This is an optimization exercise on Yosys and OpenROAD, whose aim is small area, a short achievable clock period and few clock cycles per item, not a production implementation.
Function was not checked in any run shown here: the RTL went through the layout flow alone.

==> flow/design.v (outline; a module is shown in full before it is edited, if it fits) <==
// module muldiv_unit: 137 lines
// module md_cneg: 18 lines
// module md_add: 40 lines
// module mul_array: 591 lines
// module ex_stage_muldiv: 115 lines
module ex_stage_muldiv
#(
  parameter int unsigned XLEN    = 32,
  parameter int unsigned MUL_LAT = 2
) (
  input  logic            clk,
  input  logic            rst_n,
  input  logic [3:0]      ALUCode_ex,
  input  logic            ALUSrcA_ex,
  input  logic [1:0]      ALUSrcB_ex,
  input  logic [XLEN-1:0] Imm_ex,
  input  logic [XLEN-1:0] PC_ex,
  input  logic [4:0]      rs1Addr_ex,
  input  logic [4:0]      rs2Addr_ex,
  input  logic [XLEN-1:0] rs1Data_ex,
  input  logic [XLEN-1:0] rs2Data_ex,
  input  logic [XLEN-1:0] ALUResult_mem,
  input  logic [4:0]      rdAddr_mem,
  input  logic            RegWrite_mem,
  input  logic [XLEN-1:0] RegWriteData_wb,
  input  logic [4:0]      rdAddr_wb,
  input  logic            RegWrite_wb,
  input  logic            MdValid_ex,
  input  logic [2:0]      MdOp_ex,
  input  logic            Flush_ex,
  output logic [XLEN-1:0] ALUResult_ex,
  output logic [XLEN-1:0] MemWriteData_ex,
  output logic [XLEN-1:0] ALU_A,
  output logic [XLEN-1:0] ALU_B,
  output logic            Stall_ex,
  output logic            MdBusy
);
  // ...
==> flow/run.sh <==
#!/bin/bash
# synth_recipe.tcl (not shown) runs the flow's synth.tcl, then flattens the netlist and writes it again
# the make line also repeats each setting of config.mk as NAME=value (left out here)
make -C /OpenROAD-flow-scripts/flow DESIGN_CONFIG=/design/flow/config.mk WORK_HOME=/design/flow/orfs CLKGATE_MAP_FILE= SYNTH_SCRIPT=/design/flow/synth_recipe.tcl finish
==> flow/config.mk <==
export PLATFORM = sky130hd
export DESIGN_NAME = ex_stage_muldiv
export DESIGN_NICKNAME = ex_stage_muldiv
export VERILOG_FILES = /design/flow/design.v
export SDC_FILE = /design/flow/constraint.sdc
export NUM_CORES = 4
export LEC_CHECK = 0
export ABC_AREA = 1
export CAP_MARGIN = 20
export CORE_MARGIN = 2
export CORE_UTILIZATION = 40
export SLEW_MARGIN = 20
==> flow/constraint.sdc <==
create_clock -name core_clock -period 16.0 [get_ports {clk}]
set_input_delay 3.2000 -clock core_clock [delete_from_list [all_inputs] [get_ports {clk}]]
set_output_delay 3.2000 -clock core_clock [all_outputs]
set_load 0.01 [all_outputs]
==> flow_summary.toml, run 1 <==
[critical_path]
worst_setup_path_end_kind = "primary output"
critical_path_class = "input port to primary output"
worst-path-buf-inv = 7
worst-r2r-setup-slack_ns = 6.89
worst_ep_arrival_time_ns = 12.36
cp-start-kind = "input port"
timing.critical_path.from = "rs2Addr_ex[3]"

[final_layout]
stdcell_count = 6993
layout.filler_cells = 9332
diodes = 6
final.signal_inverter_count = 754
buffers = 740
reg.largest.list = "u_muldiv.dq: 32 flops, u_muldiv.qq: 32 flops, u_muldiv.rq: 32 flops"

[die]
floorplan.initialDensity = 0.403
dieHeight_um = 308
placement_rows = 111
floorplan.tapcells = 1186
placeableCoreArea_um2 = 91500

[synthesis]
netlist_instances = 5347
yosys-top-cells-area = "sky130_fd_sc_hd__fa_1 17%, sky130_fd_sc_hd__nand2_1 13%, sky130_fd_sc_hd__edfxtp_1 9.0%"
sequential_area_share_after_synthesis = 0.0918
most_numerous_cell_in_the_yosys_netlist = "sky130_fd_sc_hd__nand2_1"
post_synth_xor_area_fraction = 0.105
async_reset_ff_frac = 0.0177
synthDistinctLibCells = 78
mapped_nets = 6135

[cts]
tritoncts = "done"
cts_root_buf = "sky130_fd_sc_hd__clkbuf_16"
ctsHoldBuffers = 0
post_cts.resized_instances = 0

[worst_hold_path]
min_delay_path_depth = 3

[sta]
fin_skew_ns = 0.0146
hold_ws_ns = 0.702
tightestPinTransition_ns = 1.29

[global_route]
grt_pass1_wl_um = 286000
grt_pass1_vias = 41000
grt.met1_usage = 0.505

[outcome]
status = "timing/DRC/antenna clean"

[placed_design]
globalplace.congestion = 1.07

[drt]
detail_route.wirelength.met1_um = 74500
==> module muldiv_unit, before the edit <==
module muldiv_unit (
  input  logic        clk,
  input  logic        rst_n,
  input  logic        md_valid,
  input  logic [2:0]  md_op,
  input  logic        flush,
  input  logic [31:0] op_a,
  input  logic [31:0] op_b,
  output logic        stall,
  output logic        busy,
  output logic        done,
  output logic [31:0] result,
  output logic        sh_sel,    
  output logic [31:0] sh_in,
  output logic [4:0]  sh_amt,
  input  logic [31:0] sh_res
);
  localparam logic [2:0] MD_MUL    = 3'd0;
  localparam logic [2:0] MD_MULH   = 3'd1;
  localparam logic [2:0] MD_MULHSU = 3'd2;
  localparam logic [2:0] MD_MULHU  = 3'd3;
  localparam logic [1:0] S_IDLE = 2'd0;
  localparam logic [1:0] S_MUL  = 2'd1;   
  localparam logic [1:0] S_DIV  = 2'd2;   
  function automatic [5:0] lzc32(input [31:0] x);
    integer i;
    begin
      lzc32 = 6'd32;
      for (i = 0; i < 32; i = i + 1) if (x[i]) lzc32 = 31 - i;
    end
  endfunction
  logic [1:0]  st;
  logic [31:0] rq, qq, dq;      
  logic        aq_hi;           
  logic [1:0]  bh;              
  logic        bx;              
  logic        mul_hi;          
  logic [5:0]  pos;             
  logic        op_rem, q_neg, r_neg, q_ones;
  logic        idle, start, is_div;
  assign idle   = (st == S_IDLE);
  assign start  = idle && md_valid;
  assign is_div = md_op[2];
  logic        a_sgn, b_sgn;
  logic [32:0] m_a;
  logic [16:0] m_b;
  logic [32:0] m_acc;
  logic        m_x;
  logic [48:0] cs_s, cs_c, m_out;
  logic        m_co;
  assign a_sgn = (md_op == MD_MULH) || (md_op == MD_MULHSU);
  assign b_sgn = (md_op == MD_MULH);
  assign m_a   = idle ? {a_sgn & op_a[31], op_a} : {aq_hi, dq};
  assign m_b   = idle ? {op_b[15:0], 1'b0} : {bh[0], qq[31:17], bh[1]};
  assign m_acc = idle ? 33'd0 : {rq[31], rq, qq[16]};
  assign m_x   = ~idle & bx;
  mul_array u_arr (.m_a(m_a), .m_b(m_b), .m_acc(m_acc), .m_x(m_x), .cs_s(cs_s), .cs_c(cs_c));
  md_add #(49) u_cpa (.a(cs_s), .b(cs_c), .ci(1'b0), .s(m_out), .co(m_co));
  logic        d_sgn, d_sa, d_sb, d_bz;
  logic [31:0] d_ma, d_mb;
  logic [5:0]  d_za, d_zb;
  assign d_sgn = ~md_op[0];
  assign d_sa  = d_sgn & op_a[31];
  assign d_sb  = d_sgn & op_b[31];
  md_cneg u_nega (.x(op_a), .en(d_sa), .y(d_ma));
  md_cneg u_negb (.x(op_b), .en(d_sb), .y(d_mb));
  assign d_bz  = (op_b == 32'd0);
  assign d_za  = lzc32(d_ma);
  assign d_zb  = lzc32(d_mb);
  assign sh_sel = start & is_div;
  assign sh_in  = d_mb;
  assign sh_amt = d_zb[4:0] - d_za[4:0];
  logic [31:0] t1, t2, r1, rn, qn, d2;
  logic        c1, c2, ge1, ge2, two, last, pos_neg;
  logic [5:0]  pos_nx;
  assign pos_neg = pos[5];
  assign two  = ~pos_neg & (pos != 6'd0);
  assign last = pos_neg | (pos[4:1] == 4'd0);
  md_add #(32) u_sub1 (.a(rq), .b(~dq), .ci(1'b1), .s(t1), .co(c1));
  assign ge1  = c1 & ~pos_neg;
  assign r1   = ge1 ? t1 : rq;
  assign d2   = {1'b0, dq[31:1]};
  md_add #(32) u_sub2 (.a(r1), .b(~d2), .ci(1'b1), .s(t2), .co(c2));
  assign ge2  = c2 & two;
  assign rn   = ge2 ? t2 : r1;
  assign qn   = two ? {qq[29:0], ge1, ge2} : {qq[30:0], ge1};
  assign pos_nx = pos - 6'd2;
  logic [31:0] mul_res, div_val, div_res;
  assign mul_res = mul_hi ? m_out[47:16] : {m_out[15:0], qq[15:0]};
  assign div_val = op_rem ? rn : qn;
  md_cneg u_negr (.x(div_val), .en(op_rem ? r_neg : q_neg), .y(div_res));
  assign done   = (st == S_MUL) || (st == S_DIV && last);
  assign result = (st == S_MUL) ? mul_res : (div_res | {32{q_ones}});
  assign stall  = rst_n && !flush && (start || (st == S_DIV && !last));
  assign busy   = (st == S_DIV) && !last;
  always_ff @(posedge clk or negedge rst_n) begin
    if (!rst_n) begin
      st <= S_IDLE;
    end else if (flush) begin
      st <= S_IDLE;
    end else begin
      case (st)
        S_IDLE:  if (md_valid) st <= is_div ? S_DIV : S_MUL;
        S_DIV:   if (last) st <= S_IDLE;
        default: st <= S_IDLE;
      endcase
    end
  end
  always_ff @(posedge clk) begin
    if (start) begin
      if (is_div) begin
        rq     <= d_ma;
        dq     <= sh_res;
        qq     <= 32'd0;
        pos    <= (d_bz || d_za > d_zb) ? 6'h3f : {1'b0, sh_amt};
        op_rem <= md_op[1];
        q_neg  <= d_sa ^ d_sb;
        r_neg  <= d_sa;
        q_ones <= d_bz & ~md_op[1];
      end else begin
        rq     <= m_out[48:17];
        qq     <= {op_b[30:16], m_out[16:0]};
        dq     <= op_a;
        aq_hi  <= a_sgn & op_a[31];
        bh     <= {op_b[15], op_b[31]};
        bx     <= ~b_sgn & op_b[31];
        mul_hi <= (md_op != MD_MUL);
        q_ones <= 1'b0;
      end
    end else if (st == S_DIV) begin
      rq  <= rn;
      qq  <= qn;
      dq  <= {2'b0, dq[31:2]};
      pos <= pos_nx;
    end
  end
endmodule
==> module ex_stage_muldiv, before the edit <==
module ex_stage_muldiv
#(
  parameter int unsigned XLEN    = 32,
  parameter int unsigned MUL_LAT = 2
) (
  input  logic            clk,
  input  logic            rst_n,
  input  logic [3:0]      ALUCode_ex,
  input  logic            ALUSrcA_ex,
  input  logic [1:0]      ALUSrcB_ex,
  input  logic [XLEN-1:0] Imm_ex,
  input  logic [XLEN-1:0] PC_ex,
  input  logic [4:0]      rs1Addr_ex,
  input  logic [4:0]      rs2Addr_ex,
  input  logic [XLEN-1:0] rs1Data_ex,
  input  logic [XLEN-1:0] rs2Data_ex,
  input  logic [XLEN-1:0] ALUResult_mem,
  input  logic [4:0]      rdAddr_mem,
  input  logic            RegWrite_mem,
  input  logic [XLEN-1:0] RegWriteData_wb,
  input  logic [4:0]      rdAddr_wb,
  input  logic            RegWrite_wb,
  input  logic            MdValid_ex,
  input  logic [2:0]      MdOp_ex,
  input  logic            Flush_ex,
  output logic [XLEN-1:0] ALUResult_ex,
  output logic [XLEN-1:0] MemWriteData_ex,
  output logic [XLEN-1:0] ALU_A,
  output logic [XLEN-1:0] ALU_B,
  output logic            Stall_ex,
  output logic            MdBusy
);
  localparam logic [3:0] ALU_ADD  = 4'd0;
  localparam logic [3:0] ALU_SUB  = 4'd1;
  localparam logic [3:0] ALU_SLL  = 4'd2;
  localparam logic [3:0] ALU_SLT  = 4'd3;
  localparam logic [3:0] ALU_SLTU = 4'd4;
  localparam logic [3:0] ALU_XOR  = 4'd5;
  localparam logic [3:0] ALU_SRL  = 4'd6;
  localparam logic [3:0] ALU_SRA  = 4'd7;
  localparam logic [3:0] ALU_OR   = 4'd8;
  localparam logic [3:0] ALU_AND  = 4'd9;
  localparam logic [3:0] ALU_LUI  = 4'd10;
  logic            mem_a, mem_b, wb_a, wb_b;
  logic [XLEN-1:0] fwd_a_data, fwd_b_data, alu_result, md_result;
  logic            md_done;
  assign mem_a = RegWrite_mem && rdAddr_mem != 5'd0 && rdAddr_mem == rs1Addr_ex;
  assign mem_b = RegWrite_mem && rdAddr_mem != 5'd0 && rdAddr_mem == rs2Addr_ex;
  assign wb_a  = RegWrite_wb  && rdAddr_wb  != 5'd0 && rdAddr_wb  == rs1Addr_ex;
  assign wb_b  = RegWrite_wb  && rdAddr_wb  != 5'd0 && rdAddr_wb  == rs2Addr_ex;
  assign fwd_a_data = mem_a ? ALUResult_mem : wb_a ? RegWriteData_wb : rs1Data_ex;
  assign fwd_b_data = mem_b ? ALUResult_mem : wb_b ? RegWriteData_wb : rs2Data_ex;
  assign MemWriteData_ex = fwd_b_data;
  assign ALU_A           = ALUSrcA_ex ? PC_ex : fwd_a_data;
  always_comb begin
    case (ALUSrcB_ex)
      2'd0:    ALU_B = fwd_b_data;
      2'd1:    ALU_B = Imm_ex;
      2'd2:    ALU_B = XLEN'(4);
      default: ALU_B = '0;
    endcase
  end
  logic            is_sub, is_sll, is_sra, sll_eff, lt_s, lt_u, co;
  logic [XLEN-1:0] bx, sum, sh_src, sh_in, sh_out, sh_res, dv_sh_in;
  logic [4:0]      shamt, dv_sh_amt;
  logic            dv_sh_sel;
  assign is_sub = (ALUCode_ex == ALU_SUB) || (ALUCode_ex == ALU_SLT) || (ALUCode_ex == ALU_SLTU);
  assign bx     = ALU_B ^ {XLEN{is_sub}};
  md_add #(XLEN) u_add (.a(ALU_A), .b(bx), .ci(is_sub), .s(sum), .co(co));
  assign lt_u   = ~co;
  assign lt_s   = (ALU_A[XLEN-1] ^ ALU_B[XLEN-1]) ? ALU_A[XLEN-1] : sum[XLEN-1];
  assign is_sll  = (ALUCode_ex == ALU_SLL);
  assign is_sra  = (ALUCode_ex == ALU_SRA);
  assign sll_eff = is_sll | dv_sh_sel;
  assign shamt   = dv_sh_sel ? dv_sh_amt : ALU_B[4:0];
  assign sh_src  = dv_sh_sel ? dv_sh_in : ALU_A;
  always_comb begin
    for (int i = 0; i < XLEN; i++) sh_in[i] = sll_eff ? sh_src[XLEN-1-i] : sh_src[i];
  end
  assign sh_out = XLEN'($signed({is_sra & ~dv_sh_sel & ALU_A[XLEN-1], sh_in}) >>> shamt);
  always_comb begin
    for (int i = 0; i < XLEN; i++) sh_res[i] = sll_eff ? sh_out[XLEN-1-i] : sh_out[i];
  end
  always_comb begin
    case (ALUCode_ex)
      ALU_ADD, ALU_SUB:          alu_result = sum;
      ALU_SLL, ALU_SRL, ALU_SRA: alu_result = sh_res;
      ALU_SLT:                   alu_result = {{(XLEN-1){1'b0}}, lt_s};
      ALU_SLTU:                  alu_result = {{(XLEN-1){1'b0}}, lt_u};
      ALU_XOR:                   alu_result = ALU_A ^ ALU_B;
      ALU_OR:                    alu_result = ALU_A | ALU_B;
      ALU_AND:                   alu_result = ALU_A & ALU_B;
      ALU_LUI:                   alu_result = ALU_B;
      default:                   alu_result = '0;
    endcase
  end
  muldiv_unit u_muldiv (
    .clk      (clk),
    .rst_n    (rst_n),
    .md_valid (MdValid_ex),
    .md_op    (MdOp_ex),
    .flush    (Flush_ex),
    .op_a     (fwd_a_data),
    .op_b     (fwd_b_data),
    .stall    (Stall_ex),
    .busy     (MdBusy),
    .done     (md_done),
    .result   (md_result),
    .sh_sel   (dv_sh_sel),
    .sh_in    (dv_sh_in),
    .sh_amt   (dv_sh_amt),
    .sh_res   (sh_res)
  );
  assign ALUResult_ex = md_done ? md_result : alu_result;
endmodule
==> run 2, diff against run 1 <==
--- a/flow/design.v
+++ b/flow/design.v
@@ -9,18 +9,15 @@
   output logic        stall,
   output logic        busy,
   output logic        done,
-  output logic [31:0] result,
-  output logic        sh_sel,    
-  output logic [31:0] sh_in,
-  output logic [4:0]  sh_amt,
-  input  logic [31:0] sh_res
+  output logic [31:0] result
 );
   localparam logic [2:0] MD_MUL    = 3'd0;
   localparam logic [2:0] MD_MULH   = 3'd1;
   localparam logic [2:0] MD_MULHSU = 3'd2;
   localparam logic [2:0] MD_MULHU  = 3'd3;
   localparam logic [1:0] S_IDLE = 2'd0;
-  localparam logic [1:0] S_MUL  = 2'd1;   
+  localparam logic [1:0] S_M1   = 2'd1;   
+  localparam logic [1:0] S_M2   = 2'd3;   
   localparam logic [1:0] S_DIV  = 2'd2;   
   function automatic [5:0] lzc32(input [31:0] x);
     integer i;
@@ -32,7 +29,7 @@
   logic [1:0]  st;
   logic [31:0] rq, qq, dq;      
   logic        aq_hi;           
-  logic [1:0]  bh;              
+  logic        b15, p16;        
   logic        bx;              
   logic        mul_hi;          
   logic [5:0]  pos;             
@@ -50,10 +47,10 @@
   logic        m_co;
   assign a_sgn = (md_op == MD_MULH) || (md_op == MD_MULHSU);
   assign b_sgn = (md_op == MD_MULH);
-  assign m_a   = idle ? {a_sgn & op_a[31], op_a} : {aq_hi, dq};
-  assign m_b   = idle ? {op_b[15:0], 1'b0} : {bh[0], qq[31:17], bh[1]};
-  assign m_acc = idle ? 33'd0 : {rq[31], rq, qq[16]};
-  assign m_x   = ~idle & bx;
+  assign m_a   = {aq_hi, dq};
+  assign m_b   = (st == S_M1) ? {qq[15:0], 1'b0} : {qq[31:16], b15};
+  assign m_acc = (st == S_M1) ? 33'd0 : {rq[31], rq, p16};
+  assign m_x   = (st == S_M2) & bx;
   mul_array u_arr (.m_a(m_a), .m_b(m_b), .m_acc(m_acc), .m_x(m_x), .cs_s(cs_s), .cs_c(cs_c));
   md_add #(49) u_cpa (.a(cs_s), .b(cs_c), .ci(1'b0), .s(m_out), .co(m_co));
   logic        d_sgn, d_sa, d_sb, d_bz;
@@ -67,9 +64,10 @@
   assign d_bz  = (op_b == 32'd0);
   assign d_za  = lzc32(d_ma);
   assign d_zb  = lzc32(d_mb);
-  assign sh_sel = start & is_div;
-  assign sh_in  = d_mb;
+  logic [4:0]  sh_amt;
+  logic [31:0] d_al;
   assign sh_amt = d_zb[4:0] - d_za[4:0];
+  assign d_al   = d_mb << sh_amt;
   logic [31:0] t1, t2, r1, rn, qn, d2;
   logic        c1, c2, ge1, ge2, two, last, pos_neg;
   logic [5:0]  pos_nx;
@@ -89,10 +87,10 @@
   assign mul_res = mul_hi ? m_out[47:16] : {m_out[15:0], qq[15:0]};
   assign div_val = op_rem ? rn : qn;
   md_cneg u_negr (.x(div_val), .en(op_rem ? r_neg : q_neg), .y(div_res));
-  assign done   = (st == S_MUL) || (st == S_DIV && last);
-  assign result = (st == S_MUL) ? mul_res : (div_res | {32{q_ones}});
-  assign stall  = rst_n && !flush && (start || (st == S_DIV && !last));
-  assign busy   = (st == S_DIV) && !last;
+  assign done   = (st == S_M2) || (st == S_DIV && last);
+  assign result = (st == S_M2) ? mul_res : (div_res | {32{q_ones}});
+  assign stall  = rst_n && !flush && (start || (st == S_M1) || (st == S_DIV && !last));
+  assign busy   = (st == S_M1) || (st == S_DIV && !last);
   always_ff @(posedge clk or negedge rst_n) begin
     if (!rst_n) begin
       st <= S_IDLE;
@@ -100,7 +98,8 @@
       st <= S_IDLE;
     end else begin
       case (st)
-        S_IDLE:  if (md_valid) st <= is_div ? S_DIV : S_MUL;
+        S_IDLE:  if (md_valid) st <= is_div ? S_DIV : S_M1;
+        S_M1:    st <= S_M2;
         S_DIV:   if (last) st <= S_IDLE;
         default: st <= S_IDLE;
       endcase
@@ -110,7 +109,7 @@
     if (start) begin
       if (is_div) begin
         rq     <= d_ma;
-        dq     <= sh_res;
+        dq     <= d_al;
         qq     <= 32'd0;
         pos    <= (d_bz || d_za > d_zb) ? 6'h3f : {1'b0, sh_amt};
         op_rem <= md_op[1];
@@ -118,15 +117,18 @@
         r_neg  <= d_sa;
         q_ones <= d_bz & ~md_op[1];
       end else begin
-        rq     <= m_out[48:17];
-        qq     <= {op_b[30:16], m_out[16:0]};
+        qq     <= op_b;
         dq     <= op_a;
         aq_hi  <= a_sgn & op_a[31];
-        bh     <= {op_b[15], op_b[31]};
+        b15    <= op_b[15];
         bx     <= ~b_sgn & op_b[31];
         mul_hi <= (md_op != MD_MUL);
         q_ones <= 1'b0;
       end
+    end else if (st == S_M1) begin
+      rq        <= m_out[48:17];
+      p16       <= m_out[16];
+      qq[15:0]  <= m_out[15:0];
     end else if (st == S_DIV) begin
       rq  <= rn;
       qq  <= qn;
@@ -846,10 +848,9 @@
       default: ALU_B = '0;
     endcase
   end
-  logic            is_sub, is_sll, is_sra, sll_eff, lt_s, lt_u, co;
-  logic [XLEN-1:0] bx, sum, sh_src, sh_in, sh_out, sh_res, dv_sh_in;
-  logic [4:0]      shamt, dv_sh_amt;
-  logic            dv_sh_sel;
+  logic            is_sub, is_sll, is_sra, lt_s, lt_u, co;
+  logic [XLEN-1:0] bx, sum, sh_in, sh_out, sh_res;
+  logic [4:0]      shamt;
   assign is_sub = (ALUCode_ex == ALU_SUB) || (ALUCode_ex == ALU_SLT) || (ALUCode_ex == ALU_SLTU);
   assign bx     = ALU_B ^ {XLEN{is_sub}};
   md_add #(XLEN) u_add (.a(ALU_A), .b(bx), .ci(is_sub), .s(sum), .co(co));
@@ -857,15 +858,13 @@
   assign lt_s   = (ALU_A[XLEN-1] ^ ALU_B[XLEN-1]) ? ALU_A[XLEN-1] : sum[XLEN-1];
   assign is_sll  = (ALUCode_ex == ALU_SLL);
   assign is_sra  = (ALUCode_ex == ALU_SRA);
-  assign sll_eff = is_sll | dv_sh_sel;
-  assign shamt   = dv_sh_sel ? dv_sh_amt : ALU_B[4:0];
-  assign sh_src  = dv_sh_sel ? dv_sh_in : ALU_A;
+  assign shamt   = ALU_B[4:0];
   always_comb begin
-    for (int i = 0; i < XLEN; i++) sh_in[i] = sll_eff ? sh_src[XLEN-1-i] : sh_src[i];
+    for (int i = 0; i < XLEN; i++) sh_in[i] = is_sll ? ALU_A[XLEN-1-i] : ALU_A[i];
   end
-  assign sh_out = XLEN'($signed({is_sra & ~dv_sh_sel & ALU_A[XLEN-1], sh_in}) >>> shamt);
+  assign sh_out = XLEN'($signed({is_sra & ALU_A[XLEN-1], sh_in}) >>> shamt);
   always_comb begin
-    for (int i = 0; i < XLEN; i++) sh_res[i] = sll_eff ? sh_out[XLEN-1-i] : sh_out[i];
+    for (int i = 0; i < XLEN; i++) sh_res[i] = is_sll ? sh_out[XLEN-1-i] : sh_out[i];
   end
   always_comb begin
     case (ALUCode_ex)
@@ -891,11 +890,7 @@
     .stall    (Stall_ex),
     .busy     (MdBusy),
     .done     (md_done),
-    .result   (md_result),
-    .sh_sel   (dv_sh_sel),
-    .sh_in    (dv_sh_in),
-    .sh_amt   (dv_sh_amt),
-    .sh_res   (sh_res)
+    .result   (md_result)
   );
   assign ALUResult_ex = md_done ? md_result : alu_result;
 endmodule
==> run 2 against run 1 <==
Effect of this change:
- global-route usage is 4.6 points lower
- fmax up 8.6%
- largest cell class unchanged
- still clean
- via count shrank 3.6%
- cell count fell by 0.77%
- register-to-register slack got worse by 0.93 ns
- sequential share of layout area up 0.26 points
- die area rose by 0.88%
- critical path depth unchanged
- count of clock-buffer cells in the layout fell by 1
- core utilization decreased by 1.8 points
- flip-flop and latch count is the same
- highest routed layer unchanged
==> flow_summary.toml, run 2 <==
[critical_path]
crit_required_ns = 12.80
worst_setup_path_end_kind = "primary output"
critical_path_class = "flop to primary output"
worst-r2r-cell-count = 40
worst-path-max-fanout = 39
worst_ep_arrival_time_ns = 11.13
cp-start-kind = "flop"
cp_slowest_stage_delay_ns = 0.77
cp_most_frequent_cell = "sky130_fd_sc_hd__nand2_1"
timing.critical_path.slowest_stage_cell = "sky130_fd_sc_hd__xor2_1"

[synthesis]
async_reset_ff_frac = 0.0177
mapped_nets = 6273
yosys-top-cells-area = "sky130_fd_sc_hd__fa_1 17%, sky130_fd_sc_hd__nand2_1 13%, sky130_fd_sc_hd__edfxtp_1 9.0%"
synth-edff-count = 111
sequential_area_share_after_synthesis = 0.0910
flip_flop_and_latch_count_after_synthesis = 113
synth_top_area_frac = 0.172
synth_area_per_cell_um2 = 6.78
netlist.top_cell.by_area = "sky130_fd_sc_hd__fa_1"
most_numerous_cell_in_the_yosys_netlist = "sky130_fd_sc_hd__nand2_1"
synth.cells.most_frequent = "1307 x sky130_fd_sc_hd__nand2_1, 747 x sky130_fd_sc_hd__inv_1, 480 x sky130_fd_sc_hd__o21ai_0"
post_synth_instance_area_um2 = 37200
synthDistinctLibCells = 72
yosys_warnings = 14
netlist_instances = 5481
ys_dominant_reg_cell = "sky130_fd_sc_hd__edfxtp_1"

[die]
placeableCoreArea_um2 = 91900
die_w_um = 309
die_area_um2 = 95400
floorplan.initialDensity = 0.404
dieHeight_um = 309
placement_rows = 111
i_o_pin_cnt = 358

[global_route]
antenna_violations_before_repair = 4
grtUsageTotal = 0.372
overflow = 0
grt_pass1_wl_um = 262000
grt_max_degree = 69
grt_pass1_vias = 38200

[final_layout]
layout.filler_cells = 9669
post_route_cell_area_um2 = 42800
num-nets-final = 6470
multi_input_area_um2 = 29400
final_cell_mix = "1302 x sky130_fd_sc_hd__nand2_1, 746 x sky130_fd_sc_hd__inv_1, 466 x sky130_fd_sc_hd__o21ai_0"
area.growth.synth_to_final_pct = 15.2
commonest_non_fill_non_tap_cell_in_the_layout = "sky130_fd_sc_hd__nand2_1"
stdcell_count = 6939
post_route_cells_drive_above_1_share = 0.0622
reg.largest.list = "u_muldiv.dq: 32 flops, u_muldiv.qq: 32 flops, u_muldiv.rq: 32 flops"
seq_area_um2 = 3380

[sta]
tightestPinTransition_ns = 1.20
fin_skew_ns = 0.0140
minimum_clock_period_after_layout_ns = 14.33
rsz_0062_raised_after_global_routing = "no"
finalMaxSlewViolations = 0
post_route_setup_tns_ns = 0
finalSetupViolations = 0
min_period_over_period = 0.896
hold_viol = 0
hold_ws_ns = 0.642
maxSlewHeadroom = 0.188
timing.fmax_mhz = 69.8

[worst_hold_path]
hold_path_class = "flop to flop"
min_delay_path_depth = 1

[cts]
post_cts.resized_instances = 0
ctsHoldBuffers = 0
buffers_inserted_by_post_cts_timing_repair = 0
cts_made_buffers = 17
clk-insertion-delay-late_ns = 0.46
tritoncts = "done"
cts_buffer_depth = 2
cts.sink_count = 113
worst_setup_hold_path_clk_slew_ns = 0.06
cts_root_buf = "sky130_fd_sc_hd__clkbuf_16"
clock_tree.htree_level_count = 4

[flow_run]
max_cap_viol_count = 0

[placed_design]
detailedPlacementHpwl_um = 145000
globalplace.congestion = 1.05
numPortBuffers = 357
numPlacedInstances = 6900
dpl-instance-area_um2 = 42200

[drt]
finalWirelength_um = 180000
drtIter0Drc = 4902
drcViolationCount = 0
drt_first_pass_iters = 6
detailroute.via_count = 40700
viasPerCell = 5.86
ant_nets = 0
wl_per_cell_um = 25.9

[outcome]
status = "timing/DRC/antenna clean"
==> run 2: cell types whose count changed after synthesis, moves of 32 or more <==
cell	change
sky130_fd_sc_hd__clkbuf_1	+54
sky130_fd_sc_hd__clkinv_1	+39
sky130_fd_sc_hd__o21ai_2	-32
sky130_fd_sc_hd__o21ai_0	+243
sky130_fd_sc_hd__o211ai_1	+56
sky130_fd_sc_hd__buf_2	-33
sky130_fd_sc_hd__inv_1	+48
sky130_fd_sc_hd__nand2_1	+45
sky130_fd_sc_hd__nand3_1	-196
sky130_fd_sc_hd__o21ai_1	-88
==> run 2: through the flow <==
step,setup WS (ns),util
finish,1.67,0.466
global placement,2.06,0.459
global route,1.08,0.466
floorplan,4.08,-
CTS,1.85,0.465
detailed placement,1.98,0.459
==> run 2: metal layers <==
metal  vias to the layer above  wire [um]  global-route usage
met5                         -         29                   0
li1                      18500          -                   -
met2                      2317      79400               0.583
met1                     19400      71200               0.476
met3                       444      17100              0.0702
met4                         4      12300               0.222
==> run 2: worst max-delay path, delay by kind of cell, from the launching register on <==
kind / cells / cell delay, ns
compound gates: 8 / 1.78
xor+xnor: 2 / 0.96
fa+ha+maj: 7 / 2.96
buf+inv: 6 / 1.56
flops: 1 / 0.40
simple gates: 21 / 2.92
==> run 2: area by class of cell <==
cell class / count / share of cell area
Multi-Input combinational cell: 4217 / 0.688
Tap cell: 1243 / 0.0363
Sequential cell: 113 / 0.0790
Inverter: 814 / 0.0716
Antenna cell: 5 / 0.000292
Clock buffer: 17 / 0.00993
Timing Repair Buffer: 515 / 0.112
Clock inverter: 15 / 0.00368
==> run 2: final timing paths <==
path / endpoint / start / slack [ns]
max in group asynchronous: u_muldiv.st[0]$_DFFE_PN0P_ / rst_n / 12.83
min in group asynchronous: u_muldiv.st[1]$_DFFE_PN0P_ / rst_n / 2.97
setup / recovery: ALUResult_ex[23] / u_muldiv.st[1]$_DFFE_PN0P_ / 1.67
setup reg to reg: u_muldiv.rq[22]$_DFFE_PP_ / u_muldiv.st[1]$_DFFE_PN0P_ / 5.96
hold / removal: u_muldiv.pos[1]$_DFFE_PP_ / u_muldiv.pos[1]$_DFFE_PP_ / 0.64
hold reg to reg: u_muldiv.pos[1]$_DFFE_PP_ / u_muldiv.pos[1]$_DFFE_PP_ / 0.64
==> run 2: cell families (layout without fill, tap and decap cells) <==
group,count (synthesis),after routing,synth area share
AOI/OAI and AO/OA,1303,1303,0.212
xor gates and xnor gates,432,432,0.102
adders and majority gates,564,564,0.254
buffers and inverters,1151,1361,0.122
DFF,113,113,0.0910
muxes,13,13,0.00350
other,0,5,0
and+or+nand+nor,1905,1905,0.215
==> run 3, diff against run 2 <==
--- a/flow/config.mk
+++ b/flow/config.mk
@@ -9,4 +9,5 @@
 export CAP_MARGIN = 20
 export CORE_MARGIN = 2
 export CORE_UTILIZATION = 40
+export SETUP_SLACK_MARGIN = 4
 export SLEW_MARGIN = 20
==> run 3 against run 2 <==
Effect of this change:
- non-clock buffer count up 151
- register-to-register slack improved by 2.0 ns
- synthesized cell count is the same
- area after synthesis unchanged
- count of clock-buffer cells in the layout did not move
- flip-flop and latch count did not move
- critical endpoint is now ALUResult_ex[14]
==> flow_summary.toml, run 3 <==
[drt]
drt_first_pass_iters = 7
viasPerCell = 5.94
drcViolationCount = 0
drtIter0Drc = 5142
detailroute.via_count = 42200
wl_per_cell_um = 26.7
ant_nets = 0
finalWirelength_um = 189000

[sta]
minimum_clock_period_after_layout_ns = 11.94
worst_slack_ns = 4.06
hold_viol = 0
timing.fmax_mhz = 83.8
maxSlewHeadroom = 0.183
rsz_0062_raised_after_global_routing = "yes"
finalSetupViolations = 0
tightestPinTransition_ns = 1.21
finalMaxSlewViolations = 0
fin_skew_ns = 0.0153
min_period_over_period = 0.746
post_route_setup_tns_ns = 0

[cts]
clock_tree.htree_level_count = 4
cts.sink_count = 113
cts_made_buffers = 17
worst_setup_hold_path_clk_slew_ns = 0.06
ctsHoldBuffers = 0
clk-insertion-delay-late_ns = 0.46
tritoncts = "done"
cts_root_buf = "sky130_fd_sc_hd__clkbuf_16"
cts_buffer_depth = 2

[synthesis]
post_synth_xor_area_fraction = 0.102
synth.cells.most_frequent = "1307 x sky130_fd_sc_hd__nand2_1, 747 x sky130_fd_sc_hd__inv_1, 480 x sky130_fd_sc_hd__o21ai_0"
synth-edff-count = 111
synthDistinctLibCells = 72
mapped_nets = 6273
synthMuxAreaShare = 0.00350
most_numerous_cell_in_the_yosys_netlist = "sky130_fd_sc_hd__nand2_1"
synth_top_family_by_area = "adder cells"
yosys-top-cells-area = "sky130_fd_sc_hd__fa_1 17%, sky130_fd_sc_hd__nand2_1 13%, sky130_fd_sc_hd__edfxtp_1 9.0%"
synth_compound_area_frac = 0.212
netlist.top_cell.by_area = "sky130_fd_sc_hd__fa_1"
yosys.area_share.adder = 0.254
flip_flop_and_latch_count_after_synthesis = 113
synth_area_per_cell_um2 = 6.78
netlist_instances = 5481
sequential_area_share_after_synthesis = 0.0910
async_reset_ff_frac = 0.0177
post_synth_instance_area_um2 = 37200
ys_dominant_reg_cell = "sky130_fd_sc_hd__edfxtp_1"
simple_gate_portion_of_the_synthesized_area = 0.215
yosys_warnings = 14
synth_top_area_frac = 0.172

[global_route]
grt_pass1_vias = 39200
grtUsageTotal = 0.385
grt_max_degree = 69
overflow = 0
antenna_violations_before_repair = 6
grt_pass1_wl_um = 270000

[placed_design]
numPlacedInstances = 6900
numPortBuffers = 357
detailedPlacementHpwl_um = 145000
place_worst_setup_slack_ns = 1.98
globalplace.congestion = 1.05

[critical_path]
critical_path_class = "input port to primary output"
crit_required_ns = 12.80
cp-start-kind = "input port"
worst_setup_path_end_kind = "primary output"
worst-path-max-fanout = 5
cp_most_frequent_cell = "sky130_fd_sc_hd__nand2_2"
worst_ep_arrival_time_ns = 8.74
cp_slowest_stage_delay_ns = 0.72
timing.critical_path.slowest_stage_cell = "sky130_fd_sc_hd__a221oi_1"

[die]
floorplan.initialDensity = 0.404
die_w_um = 309
die_area_um2 = 95400
dieHeight_um = 309
placeableCoreArea_um2 = 91900
i_o_pin_cnt = 358
placement_rows = 111

[outcome]
status = "timing/DRC/antenna clean"

[flow_run]
max_cap_viol_count = 0

[final_layout]
layout.filler_cells = 9387
reg.largest.list = "u_muldiv.dq: 32 flops, u_muldiv.qq: 32 flops, u_muldiv.rq: 32 flops"
stdcell_count = 7098
post_route_cells_drive_above_1_share = 0.128
final_cell_mix = "1261 x sky130_fd_sc_hd__nand2_1, 734 x sky130_fd_sc_hd__inv_1, 429 x sky130_fd_sc_hd__o21ai_0"
commonest_non_fill_non_tap_cell_in_the_layout = "sky130_fd_sc_hd__nand2_1"
layout.core_utilization = 0.501
area.growth.synth_to_final_pct = 24.0
num-nets-final = 6629

[worst_hold_path]
hold_path_class = "flop to flop"
==> run 3: cell counts after synthesis <==
No cell type changed its count.
==> run 3: critical path, delay by kind of cell <==
kind | cells | cell delay [ns]
simple gates | 11 | 1.08
compound gates | 8 | 1.93
fa+ha+maj | 2 | 0.86
buf+inv | 8 | 1.65
==> run 3: worst paths after layout <==
check / start / end / slack (ns) / depth (start not counted)
max: RegWrite_mem / ALUResult_ex[14] / 4.06 / 29
min: u_muldiv.pos[1]$_DFFE_PP_ / u_muldiv.pos[1]$_DFFE_PP_ / 0.64 / 1
max reg2reg: u_muldiv.st[1]$_DFFE_PN0P_ / u_muldiv.rq[25]$_DFFE_PP_ / 7.97 / 35
min reg2reg: u_muldiv.pos[1]$_DFFE_PP_ / u_muldiv.pos[1]$_DFFE_PP_ / 0.64 / 1
max in group asynchronous: rst_n / u_muldiv.st[0]$_DFFE_PN0P_ / 12.84 / 1
min in group asynchronous: rst_n / u_muldiv.st[1]$_DFFE_PN0P_ / 2.97 / 1
==> run 3: per-layer routing <==
layer | part of all wire | wire length [um] | vias up | track usage
met4 | 0.077 | 14600 | 6 | 0.239
met3 | 0.10 | 19700 | 595 | 0.0760
met1 | 0.38 | 71800 | 20100 | 0.487
met2 | 0.44 | 83200 | 2609 | 0.603
li1 | - | - | 18900 | -
met5 | 0.00018 | 35 | - | 0
==> run 3: logic make-up (layout without fill, tap and decap cells) <==
logic type / Yosys count / after routing
other: 0 / 5
buffers and inverters: 1151 / 1512
DFF: 113 / 113
adders and majority gates: 564 / 564
muxes: 13 / 13
and+or+nand+nor: 1905 / 1913
xor gates and xnor gates: 432 / 432
AOI/OAI and AO/OA: 1303 / 1303
==> run 3: layout make-up <==
class / instances / area (um^2) / share of cell area
diodes: 5 / 12.5 / 0.000271
clock buffers: 17 / 425 / 0.00923
clock inverters: 15 / 158 / 0.00342
inverters: 814 / 3110 / 0.0675
multi-input cells: 4225 / 31000 / 0.672
flip-flops and latches: 113 / 3380 / 0.0734
well taps: 1243 / 1560 / 0.0337
repair buffers: 666 / 6460 / 0.140
==> run 3: metrics by stage <==
step,hold slack [ns],cell area (um^2)
after global routing,0.701,46100
after global placement,0.627,42200
after detailed placement,0.632,42200
after floorplan,0.565,37200
after CTS,0.610,44700
final,0.637,46100
==> run 3: what timing repair did <==
item	4_1_cts	5_1_grt
endpoints found under the setup margin	32	32
gates cloned	12	8
resized for setup	313	206
setup buffers	84	57
pin swaps	62	79
==> run 4, diff against run 3 <==
--- a/flow/config.mk
+++ b/flow/config.mk
@@ -8,6 +8,6 @@
 export ABC_AREA = 1
 export CAP_MARGIN = 20
 export CORE_MARGIN = 2
-export CORE_UTILIZATION = 40
-export SETUP_SLACK_MARGIN = 4
+export CORE_UTILIZATION = 60
+export SETUP_SLACK_MARGIN = 5
 export SLEW_MARGIN = 20
==> run 4 against run 3 <==
Effect of this change:
- the run now fails in global routing (5_1_grt)
- area after synthesis stayed put
- synthesized cell count did not move
==> flow_summary.toml, run 4 <==
[die]
floorplan.initialDensity = 0.605
placement_rows = 91
dieHeight_um = 253
die_w_um = 253
i_o_pin_cnt = 358

[cts]
cts_buffer_depth = 2
cts.sink_count = 113
cts_root_buf = "sky130_fd_sc_hd__clkbuf_16"
clock_tree.htree_level_count = 4
cts_made_buffers = 17
ctsHoldBuffers = 0

[outcome]
status = "did not finish"
outcome.stop_stage = "global routing (5_1_grt)"
toolErrorMsg = "[ERROR GRT-0232] Routing congestion too high. Check the congestion heatmap in the GUI."

[synthesis]
yosys_warnings = 14
synthDistinctLibCells = 72
netlist.top_cell.by_area = "sky130_fd_sc_hd__fa_1"
async_reset_ff_frac = 0.0177
synth_top_area_frac = 0.172
post_synth_instance_area_um2 = 37200
synth-edff-count = 111
ys_dominant_reg_cell = "sky130_fd_sc_hd__edfxtp_1"
sequential_area_share_after_synthesis = 0.0910
synth.cells.most_frequent = "1307 x sky130_fd_sc_hd__nand2_1, 747 x sky130_fd_sc_hd__inv_1, 480 x sky130_fd_sc_hd__o21ai_0"
flip_flop_and_latch_count_after_synthesis = 113
netlist_instances = 5481
most_numerous_cell_in_the_yosys_netlist = "sky130_fd_sc_hd__nand2_1"
mapped_nets = 6273
yosys-top-cells-area = "sky130_fd_sc_hd__fa_1 17%, sky130_fd_sc_hd__nand2_1 13%, sky130_fd_sc_hd__edfxtp_1 9.0%"
synth_area_per_cell_um2 = 6.78

[global_route]
overflow = 6
grt_max_degree = 70
grtUsageTotal = 0.726

[placed_design]
detailedPlacementHpwl_um = 136000
dpl-instance-area_um2 = 41600
place_worst_setup_slack_ns = 2.17
numPlacedInstances = 6435
numPortBuffers = 357
globalplace.congestion = 1.07

[sta]
worst_endpoint_type = "top-level output"
grt-worst-endpoint = "ALUResult_ex[31]"
[run 4: repair_timing]
action | 4_1_cts
pin swaps | 162
endpoints found under the setup margin | 32
gates cloned | 31
setup buffers | 138
resized for setup | 661
[run 4: worst max path at each step]
stage | to | slack, ns | start | cells after the start
4_1_cts | ALUResult_ex[31] | 4.40 | rs2Addr_ex[1] | 42
2_1_floorplan | ALUResult_ex[31] | 4.56 | rdAddr_wb[3] | 40
3_3_place_gp | ALUResult_ex[31] | 2.32 | rdAddr_wb[1] | 43
3_5_place_dp | ALUResult_ex[23] | 2.17 | u_muldiv.st[1]$_DFFE_PN0P_ | 44
[run 4: cell families after synthesis]
group / count (synthesis) / share of synthesized area
AOI/OAI and AO/OA: 1303 / 0.212
xor gates and xnor gates: 432 / 0.102
adders and majority gates: 564 / 0.254
buffers and inverters: 1151 / 0.122
DFF: 113 / 0.0910
muxes: 13 / 0.00350
and+or+nand+nor: 1905 / 0.215
[run 4: per-layer routing]
layer  global-route usage  GRT overflow
met1                0.736             0
met5                0.310             0
met3                0.574             0
met2                0.890             4
met4                0.691             2
==> run 5, diff against run 4 <==
--- a/flow/config.mk
+++ b/flow/config.mk
@@ -8,6 +8,7 @@
 export ABC_AREA = 1
 export CAP_MARGIN = 20
 export CORE_MARGIN = 2
-export CORE_UTILIZATION = 60
+export CORE_UTILIZATION = 70
+export PLACE_DENSITY = 0.8
 export SETUP_SLACK_MARGIN = 5
 export SLEW_MARGIN = 20
==> run 5 against run 4 <==
Effect of this change:
- the run again fails in global routing (5_1_grt)
- area after synthesis is the same
- synthesized cell count unchanged
==> flow_summary.toml, run 5 <==
[cts]
clock_tree.htree_level_count = 4
cts_root_buf = "sky130_fd_sc_hd__clkbuf_16"
cts.sink_count = 113
cts_buffer_depth = 2
cts_made_buffers = 17
ctsHoldBuffers = 0

[die]
dieHeight_um = 234
die_w_um = 234
i_o_pin_cnt = 358
floorplan.initialDensity = 0.708
placement_rows = 84

[synthesis]
sequential_area_share_after_synthesis = 0.0910
mapped_nets = 6273
synth_area_per_cell_um2 = 6.78
yosys_warnings = 14
netlist.top_cell.by_area = "sky130_fd_sc_hd__fa_1"
yosys-top-cells-area = "sky130_fd_sc_hd__fa_1 17%, sky130_fd_sc_hd__nand2_1 13%, sky130_fd_sc_hd__edfxtp_1 9.0%"
netlist_instances = 5481
synth_top_area_frac = 0.172
flip_flop_and_latch_count_after_synthesis = 113
most_numerous_cell_in_the_yosys_netlist = "sky130_fd_sc_hd__nand2_1"
ys_dominant_reg_cell = "sky130_fd_sc_hd__edfxtp_1"
post_synth_instance_area_um2 = 37200
async_reset_ff_frac = 0.0177
synth-edff-count = 111
synthDistinctLibCells = 72
synth.cells.most_frequent = "1307 x sky130_fd_sc_hd__nand2_1, 747 x sky130_fd_sc_hd__inv_1, 480 x sky130_fd_sc_hd__o21ai_0"

[outcome]
toolErrorMsg = "[ERROR GRT-0116] Global routing finished with congestion. Check the congestion regions in the DRC Viewer."
outcome.stop_stage = "global routing (5_1_grt)"
status = "did not finish"

[global_route]
grt_pass1_vias = 54500
grtUsageTotal = 0.906
grt_max_degree = 73
overflow = 923
grt_pass1_wl_um = 373000

[placed_design]
place_worst_setup_slack_ns = 2.07
detailedPlacementHpwl_um = 134000
dpl-instance-area_um2 = 41400
globalplace.congestion = 1.12
numPortBuffers = 357
numPlacedInstances = 6323
run 5: stage by stage:
| step | hold WS [ns] |
|---|---|
| detailed placement | 0.627 |
| floorplan | 0.565 |
| global placement | 0.621 |
| CTS | 0.636 |
run 5: cell families after synthesis:
family                     count (synthesis)  synth area share
DFF                                      113            0.0910
muxes                                     13           0.00350
buffers and inverters                   1151             0.122
and+or+nand+nor                         1905             0.215
AOI/OAI and AO/OA                       1303             0.212
xor gates and xnor gates                 432             0.102
adders and majority gates                564             0.254
run 5: how the worst max path moves through the flow:
stage | start | endpoint | slack (ns)
floorplan | rdAddr_wb[3] | ALUResult_ex[31] | 4.56
global placement | rs2Addr_ex[0] | ALUResult_ex[31] | 2.15
detailed placement | rs2Addr_ex[0] | ALUResult_ex[31] | 2.07
CTS | u_muldiv.st[0]$_DFFE_PN0P_ | ALUResult_ex[23] | 4.49
run 5: per-layer routing:
metal  global-route usage  GRT overflow
met1                0.873            80
met2                 1.02           460
met3                0.826           107
met4                0.932           265
met5                0.649            11
run 5: what timing repair did:
action | 4_1_cts
gates resized for setup | 649
pin swaps | 188
buffers inserted | 161
cloned | 32
setup endpoints to repair | 32
==> module md_add, before the edit <==
module md_add #(parameter int W = 32) (
  input  logic [W-1:0] a,
  input  logic [W-1:0] b,
  input  logic         ci,
  output logic [W-1:0] s,
  output logic         co
);
  localparam int L = $clog2(W);
  logic [W-1:0] p, g;
  logic [W-1:0] G [0:2*L];
  logic [W-1:0] P [0:2*L];
  assign p = a ^ b;
  assign g = a & b;
  assign G[0] = {g[W-1:1], g[0] | (p[0] & ci)};
  assign P[0] = p;
  for (genvar l = 0; l < L; l++) begin : up
    for (genvar i = 0; i < W; i++) begin : bt
      if ((i % (2 << l)) == (2 << l) - 1) begin : c
        assign G[l+1][i] = G[l][i] | (P[l][i] & G[l][i - (1 << l)]);
        assign P[l+1][i] = P[l][i] & P[l][i - (1 << l)];
      end else begin : p
        assign G[l+1][i] = G[l][i];
        assign P[l+1][i] = P[l][i];
      end
    end
  end
  for (genvar l = L - 2; l >= 0; l--) begin : dn
    for (genvar i = 0; i < W; i++) begin : bt
      if (((i + 1) % (2 << l)) == (1 << l) && i >= (2 << l)) begin : c
        assign G[2*L-1-l][i] = G[2*L-2-l][i] | (P[2*L-2-l][i] & G[2*L-2-l][i - (1 << l)]);
        assign P[2*L-1-l][i] = P[2*L-2-l][i] & P[2*L-2-l][i - (1 << l)];
      end else begin : p
        assign G[2*L-1-l][i] = G[2*L-2-l][i];
        assign P[2*L-1-l][i] = P[2*L-2-l][i];
      end
    end
  end
  assign s  = p ^ {G[2*L-1][W-2:0], ci};
  assign co = G[2*L-1][W-1];
endmodule
==> run 6, diff against run 5 <==
--- a/flow/design.v
+++ b/flow/design.v
@@ -155,7 +155,7 @@
   end
   assign y = x ^ ({o[5][30:0], 1'b0} & {32{en}});
 endmodule
-module md_add #(parameter int W = 32) (
+module md_add #(parameter int W = 32, parameter bit FAST = 0) (
   input  logic [W-1:0] a,
   input  logic [W-1:0] b,
   input  logic         ci,
@@ -170,25 +170,43 @@
   assign g = a & b;
   assign G[0] = {g[W-1:1], g[0] | (p[0] & ci)};
   assign P[0] = p;
-  for (genvar l = 0; l < L; l++) begin : up
-    for (genvar i = 0; i < W; i++) begin : bt
-      if ((i % (2 << l)) == (2 << l) - 1) begin : c
-        assign G[l+1][i] = G[l][i] | (P[l][i] & G[l][i - (1 << l)]);
-        assign P[l+1][i] = P[l][i] & P[l][i - (1 << l)];
-      end else begin : p
-        assign G[l+1][i] = G[l][i];
-        assign P[l+1][i] = P[l][i];
+  if (FAST) begin : skl
+    for (genvar l = 0; l < L; l++) begin : lv
+      for (genvar i = 0; i < W; i++) begin : bt
+        if ((i >> l) & 1) begin : c
+          assign G[l+1][i] = G[l][i] | (P[l][i] & G[l][((i >> l) << l) - 1]);
+          assign P[l+1][i] = P[l][i] & P[l][((i >> l) << l) - 1];
+        end else begin : p
+          assign G[l+1][i] = G[l][i];
+          assign P[l+1][i] = P[l][i];
+        end
       end
     end
-  end
-  for (genvar l = L - 2; l >= 0; l--) begin : dn
-    for (genvar i = 0; i < W; i++) begin : bt
-      if (((i + 1) % (2 << l)) == (1 << l) && i >= (2 << l)) begin : c
-        assign G[2*L-1-l][i] = G[2*L-2-l][i] | (P[2*L-2-l][i] & G[2*L-2-l][i - (1 << l)]);
-        assign P[2*L-1-l][i] = P[2*L-2-l][i] & P[2*L-2-l][i - (1 << l)];
-      end else begin : p
-        assign G[2*L-1-l][i] = G[2*L-2-l][i];
-        assign P[2*L-1-l][i] = P[2*L-2-l][i];
+    for (genvar l = L; l < 2*L-1; l++) begin : cp
+      assign G[l+1] = G[l];
+      assign P[l+1] = P[l];
+    end
+  end else begin : bk
+    for (genvar l = 0; l < L; l++) begin : up
+      for (genvar i = 0; i < W; i++) begin : bt
+        if ((i % (2 << l)) == (2 << l) - 1) begin : c
+          assign G[l+1][i] = G[l][i] | (P[l][i] & G[l][i - (1 << l)]);
+          assign P[l+1][i] = P[l][i] & P[l][i - (1 << l)];
+        end else begin : p
+          assign G[l+1][i] = G[l][i];
+          assign P[l+1][i] = P[l][i];
+        end
+      end
+    end
+    for (genvar l = L - 2; l >= 0; l--) begin : dn
+      for (genvar i = 0; i < W; i++) begin : bt
+        if (((i + 1) % (2 << l)) == (1 << l) && i >= (2 << l)) begin : c
+          assign G[2*L-1-l][i] = G[2*L-2-l][i] | (P[2*L-2-l][i] & G[2*L-2-l][i - (1 << l)]);
+          assign P[2*L-1-l][i] = P[2*L-2-l][i] & P[2*L-2-l][i - (1 << l)];
+        end else begin : p
+          assign G[2*L-1-l][i] = G[2*L-2-l][i];
+          assign P[2*L-1-l][i] = P[2*L-2-l][i];
+        end
       end
     end
   end
@@ -853,7 +871,7 @@
   logic [4:0]      shamt;
   assign is_sub = (ALUCode_ex == ALU_SUB) || (ALUCode_ex == ALU_SLT) || (ALUCode_ex == ALU_SLTU);
   assign bx     = ALU_B ^ {XLEN{is_sub}};
-  md_add #(XLEN) u_add (.a(ALU_A), .b(bx), .ci(is_sub), .s(sum), .co(co));
+  md_add #(XLEN, 1) u_add (.a(ALU_A), .b(bx), .ci(is_sub), .s(sum), .co(co));
   assign lt_u   = ~co;
   assign lt_s   = (ALU_A[XLEN-1] ^ ALU_B[XLEN-1]) ? ALU_A[XLEN-1] : sum[XLEN-1];
   assign is_sll  = (ALUCode_ex == ALU_SLL);
@@ -866,19 +884,21 @@
   always_comb begin
     for (int i = 0; i < XLEN; i++) sh_res[i] = is_sll ? sh_out[XLEN-1-i] : sh_out[i];
   end
-  always_comb begin
-    case (ALUCode_ex)
-      ALU_ADD, ALU_SUB:          alu_result = sum;
-      ALU_SLL, ALU_SRL, ALU_SRA: alu_result = sh_res;
-      ALU_SLT:                   alu_result = {{(XLEN-1){1'b0}}, lt_s};
-      ALU_SLTU:                  alu_result = {{(XLEN-1){1'b0}}, lt_u};
-      ALU_XOR:                   alu_result = ALU_A ^ ALU_B;
-      ALU_OR:                    alu_result = ALU_A | ALU_B;
-      ALU_AND:                   alu_result = ALU_A & ALU_B;
-      ALU_LUI:                   alu_result = ALU_B;
-      default:                   alu_result = '0;
-    endcase
-  end
+  logic sel_sum, sel_sh, sel_xor, sel_or, sel_and, sel_b, sel_slt, sel_sltu;
+  logic [XLEN-1:0] res_other;
+  assign sel_sum  = ~md_done & ((ALUCode_ex == ALU_ADD) || (ALUCode_ex == ALU_SUB));
+  assign sel_sh   = ~md_done & ((ALUCode_ex == ALU_SLL) || (ALUCode_ex == ALU_SRL) || (ALUCode_ex == ALU_SRA));
+  assign sel_xor  = ~md_done & (ALUCode_ex == ALU_XOR);
+  assign sel_or   = ~md_done & (ALUCode_ex == ALU_OR);
+  assign sel_and  = ~md_done & (ALUCode_ex == ALU_AND);
+  assign sel_b    = ~md_done & (ALUCode_ex == ALU_LUI);
+  assign sel_slt  = ~md_done & (ALUCode_ex == ALU_SLT);
+  assign sel_sltu = ~md_done & (ALUCode_ex == ALU_SLTU);
+  assign res_other = (sh_res & {XLEN{sel_sh}}) | ((ALU_A ^ ALU_B) & {XLEN{sel_xor}}) |
+                     ((ALU_A | ALU_B) & {XLEN{sel_or}}) | ((ALU_A & ALU_B) & {XLEN{sel_and}}) |
+                     (ALU_B & {XLEN{sel_b}}) | (md_result & {XLEN{md_done}}) |
+                     {{(XLEN-1){1'b0}}, (lt_s & sel_slt) | (lt_u & sel_sltu)};
+  assign alu_result = (sum & {XLEN{sel_sum}}) | res_other;
   muldiv_unit u_muldiv (
     .clk      (clk),
     .rst_n    (rst_n),
@@ -892,5 +912,5 @@
     .done     (md_done),
     .result   (md_result)
   );
-  assign ALUResult_ex = md_done ? md_result : alu_result;
+  assign ALUResult_ex = alu_result;
 endmodule
==> flow/flow/run.sh (new file) <==
#!/bin/bash
# The standard layout (standard.sh), except that the port buffers are plain buf_2 cells
# instead of the delay buffers buffer_ports picks by default. Every port still gets a buffer.
cp standard.sh standard.sh.txt
export BUFFER_PORTS_ARGS="-buffer_cell sky130_fd_sc_hd__buf_2"
bash standard.sh > standard.log 2>&1
==> flow/standard.sh (new file) <==
#!/bin/bash
# synth_recipe.tcl (not shown) runs the flow's synth.tcl, then flattens the netlist and writes it again
# the make line also repeats each setting of config.mk as NAME=value (left out here)
make -C /OpenROAD-flow-scripts/flow DESIGN_CONFIG=/design/flow/config.mk WORK_HOME=/design/flow/orfs CLKGATE_MAP_FILE= SYNTH_SCRIPT=/design/flow/synth_recipe.tcl "${@:-finish}"
--- a/flow/config.mk
+++ b/flow/config.mk
@@ -8,7 +8,6 @@
 export ABC_AREA = 1
 export CAP_MARGIN = 20
 export CORE_MARGIN = 2
-export CORE_UTILIZATION = 70
-export PLACE_DENSITY = 0.8
+export CORE_UTILIZATION = 40
 export SETUP_SLACK_MARGIN = 5
 export SLEW_MARGIN = 20
removed: flow/run.sh
==> run 6 against run 5 <==
Effect of this change:
- now clean on timing, DRC and antenna
- area after synthesis grew 0.57%
- synthesized cell count grew 1.1%
==> flow_summary.toml, run 6 <==
[drt]
finalWirelength_um = 206000
drt_first_pass_iters = 8
drcViolationCount = 0
drtIter0Drc = 5958
viasPerCell = 6.08
ant_nets = 0
wl_per_cell_um = 28.2
detailroute.via_count = 44400

[die]
placeableCoreArea_um2 = 93000
die_area_um2 = 95900
floorplan.initialDensity = 0.402
dieHeight_um = 310
die_w_um = 310
placement_rows = 112
i_o_pin_cnt = 358

[synthesis]
netlist_instances = 5544
post_synth_instance_area_um2 = 37400
synth.cells.most_frequent = "1314 x sky130_fd_sc_hd__nand2_1, 751 x sky130_fd_sc_hd__inv_1, 528 x sky130_fd_sc_hd__o21ai_0"
synthDistinctLibCells = 72
yosys_warnings = 14
synth-edff-count = 111
ys_dominant_reg_cell = "sky130_fd_sc_hd__edfxtp_1"
flip_flop_and_latch_count_after_synthesis = 113
synth_area_per_cell_um2 = 6.75
async_reset_ff_frac = 0.0177
most_numerous_cell_in_the_yosys_netlist = "sky130_fd_sc_hd__nand2_1"
yosys-top-cells-area = "sky130_fd_sc_hd__fa_1 16%, sky130_fd_sc_hd__nand2_1 13%, sky130_fd_sc_hd__edfxtp_1 8.9%"
netlist.top_cell.by_area = "sky130_fd_sc_hd__fa_1"
mapped_nets = 6325
sequential_area_share_after_synthesis = 0.0905
synth_top_area_frac = 0.165

[critical_path]
cp-start-kind = "input port"
worst_ep_arrival_time_ns = 8.16
cp_slowest_stage_delay_ns = 0.37
cpLargestDelayFamily = "buffers and inverters"
crit_required_ns = 12.80
worst-path-buf-inv = 12
worst-r2r-setup-slack_ns = 7.64
critical_path_class = "input port to primary output"
timing.critical_path.to = "ALUResult_ex[9]"
r2r-start = "u_muldiv.st[1]$_DFFE_PN0P_"
timing.critical_path.depth = 31
worst-r2r-cell-count = 32
worst_setup_path_end_kind = "primary output"
rr_endpoint = "u_muldiv.rq[30]$_DFFE_PP_"
cp_most_frequent_cell = "sky130_fd_sc_hd__buf_6"
timing.critical_path.slowest_stage_cell = "sky130_fd_sc_hd__fa_2"
timing.critical_path.from = "rdAddr_mem[1]"
worst-path-max-fanout = 10

[sta]
rsz_0062_raised_after_global_routing = "yes"
finalSetupViolations = 0
post_route_setup_tns_ns = 0
finalMaxSlewViolations = 0
min_period_over_period = 0.710
maxSlewHeadroom = 0.250
hold_ws_ns = 0.622
timing.fmax_mhz = 88.1
fin_skew_ns = 0.0116
hold_viol = 0
minimum_clock_period_after_layout_ns = 11.36
tightestPinTransition_ns = 1.12

[final_layout]
final_cell_mix = "1234 x sky130_fd_sc_hd__nand2_1, 719 x sky130_fd_sc_hd__inv_1, 469 x sky130_fd_sc_hd__o21ai_0"
commonest_non_fill_non_tap_cell_in_the_layout = "sky130_fd_sc_hd__nand2_1"
reg.largest.list = "u_muldiv.dq: 32 flops, u_muldiv.qq: 32 flops, u_muldiv.rq: 32 flops"
post_route_cells_drive_above_1_share = 0.233
area.growth.synth_to_final_pct = 25.9
stdcell_count = 7296
num-nets-final = 6798
post_route_cell_area_um2 = 47100

[global_route]
grt_max_degree = 73
overflow = 0
grtUsageTotal = 0.415
antenna_violations_before_repair = 20
grt_pass1_wl_um = 288000
grt_pass1_vias = 41400

[cts]
cts_made_buffers = 17
tritoncts = "done"
clk-insertion-delay-late_ns = 0.47
cts.sink_count = 113
ctsHoldBuffers = 0
cts_root_buf = "sky130_fd_sc_hd__clkbuf_16"
cts_buffer_depth = 2
clock_tree.htree_level_count = 4
worst_setup_hold_path_clk_slew_ns = 0.06

[worst_hold_path]
hold_path_class = "flop to flop"

[outcome]
status = "timing/DRC/antenna clean"

[flow_run]
max_cap_viol_count = 0

[placed_design]
numPortBuffers = 357
detailedPlacementHpwl_um = 149000
globalplace.congestion = 1.07
numPlacedInstances = 6985
dpl-instance-area_um2 = 40500
run 6: cell count changes after synthesis, moves of 16 or more:
cell | previous run | this run
sky130_fd_sc_hd__a21oi_1 | 119 | 148
sky130_fd_sc_hd__clkbuf_1 | 241 | 225
sky130_fd_sc_hd__clkbuf_8 | 7 | 23
sky130_fd_sc_hd__nand2_2 | 15 | 35
sky130_fd_sc_hd__nand3b_1 | 1 | 20
sky130_fd_sc_hd__nand4_1 | 55 | 22
sky130_fd_sc_hd__nor2_1 | 215 | 255
sky130_fd_sc_hd__o21ai_0 | 480 | 528
sky130_fd_sc_hd__o221ai_1 | 48 | 20
sky130_fd_sc_hd__xnor2_1 | 61 | 88
sky130_fd_sc_hd__xor2_1 | 370 | 333
run 6: kinds of logic after synthesis:
kind of cell / count (synthesis) / synth area share
AOI/OAI and AO/OA: 1302 / 0.205
DFF: 113 / 0.0905
and+or+nand+nor: 1999 / 0.229
buffers and inverters: 1140 / 0.125
xor gates and xnor gates: 423 / 0.0995
adders and majority gates: 553 / 0.247
muxes: 14 / 0.00398
run 6: how the worst min path moves through the flow:
stage	from	to	cells past startpoint
final	u_muldiv.pos[1]$_DFFE_PP_	u_muldiv.pos[1]$_DFFE_PP_	1
after global routing	u_muldiv.pos[1]$_DFFE_PP_	u_muldiv.pos[1]$_DFFE_PP_	1
after CTS	u_muldiv.pos[1]$_DFFE_PP_	u_muldiv.pos[1]$_DFFE_PP_	1
after detailed placement	u_muldiv.pos[1]$_DFFE_PP_	u_muldiv.pos[1]$_DFFE_PP_	1
after global placement	u_muldiv.pos[1]$_DFFE_PP_	u_muldiv.pos[1]$_DFFE_PP_	1
after floorplan	u_muldiv.st[1]$_DFFE_PN0P_	u_muldiv.st[1]$_DFFE_PN0P_	2
run 6: timing repair:
action | 4_1_cts | 5_1_grt
gates cloned | 33 | 8
setup buffers | 170 | 56
endpoints found under the setup margin | 32 | 53
resized for setup | 433 | 304
pin swaps | 151 | 184
run 6: stage by stage:
step	worst slack, ns	util
floorplan	4.97	-
global placement	2.99	0.435
detailed placement	2.95	0.435
CTS	4.65	0.486
global route	4.47	0.506
finish	4.64	0.506
run 6: area by class of cell:
class                           count  area, um^2
Antenna cell                       12        30.0
Clock buffer                       21         440
Clock inverter                     11         233
Fill cell                        9310       46000
Inverter                          815        3160
Multi-Input combinational cell   4301       31900
Sequential cell                   113        3380
Tap cell                         1254        1570
Timing Repair Buffer              767        6370
Timing Repair inverter              2        17.5
run 6: layer usage:
metal,up-vias,track usage,routed length [um]
met3,934,0.113,25700
li1,19200,-,-
met5,-,0,95
met1,20900,0.509,74200
met4,14,0.327,20600
met2,3360,0.614,85200

-- re-timing with driven ports --
In the flow no input, the clock included, has a driving cell. The finished layouts below were timed again as built, in two steps.
Step 1 assumes that a clkbuf_16 drives the clock port and a buf_2 every other input.
Step 2 adds t to the input delays and takes it off the output delays; t is the mean of the earliest and latest rising clock arrival at the registers after step 1. Input paths then give back, and output paths get back, about the clock's delay inside the block.
Slacks: ideal ports / drivers / drivers and shift; pairs: ideal ports / drivers.
run	t (ns)	setup slack, ns	hold slack, ns	clock arrival spread, ns	pins driven straight from the clock port
run 1	0.525	0.439 / 0.409 / 0.409	0.702 / 0.702 / 0.702	0.014 / 0.014	1
run 2	0.506	1.665 / 1.610 / 1.793	0.642 / 0.642 / 0.642	0.014 / 0.014	1
run 3	0.514	4.061 / 4.037 / 4.037	0.637 / 0.637 / 0.637	0.016 / 0.016	1
run 6	0.526	4.643 / 4.594 / 4.604	0.622 / 0.622 / 0.622	0.012 / 0.012	1
After both steps setup and hold are still met in every run listed. For run 6, which loses most, drivers alone change the setup slack by -0.049 ns; drivers and shift together by -0.039 ns.
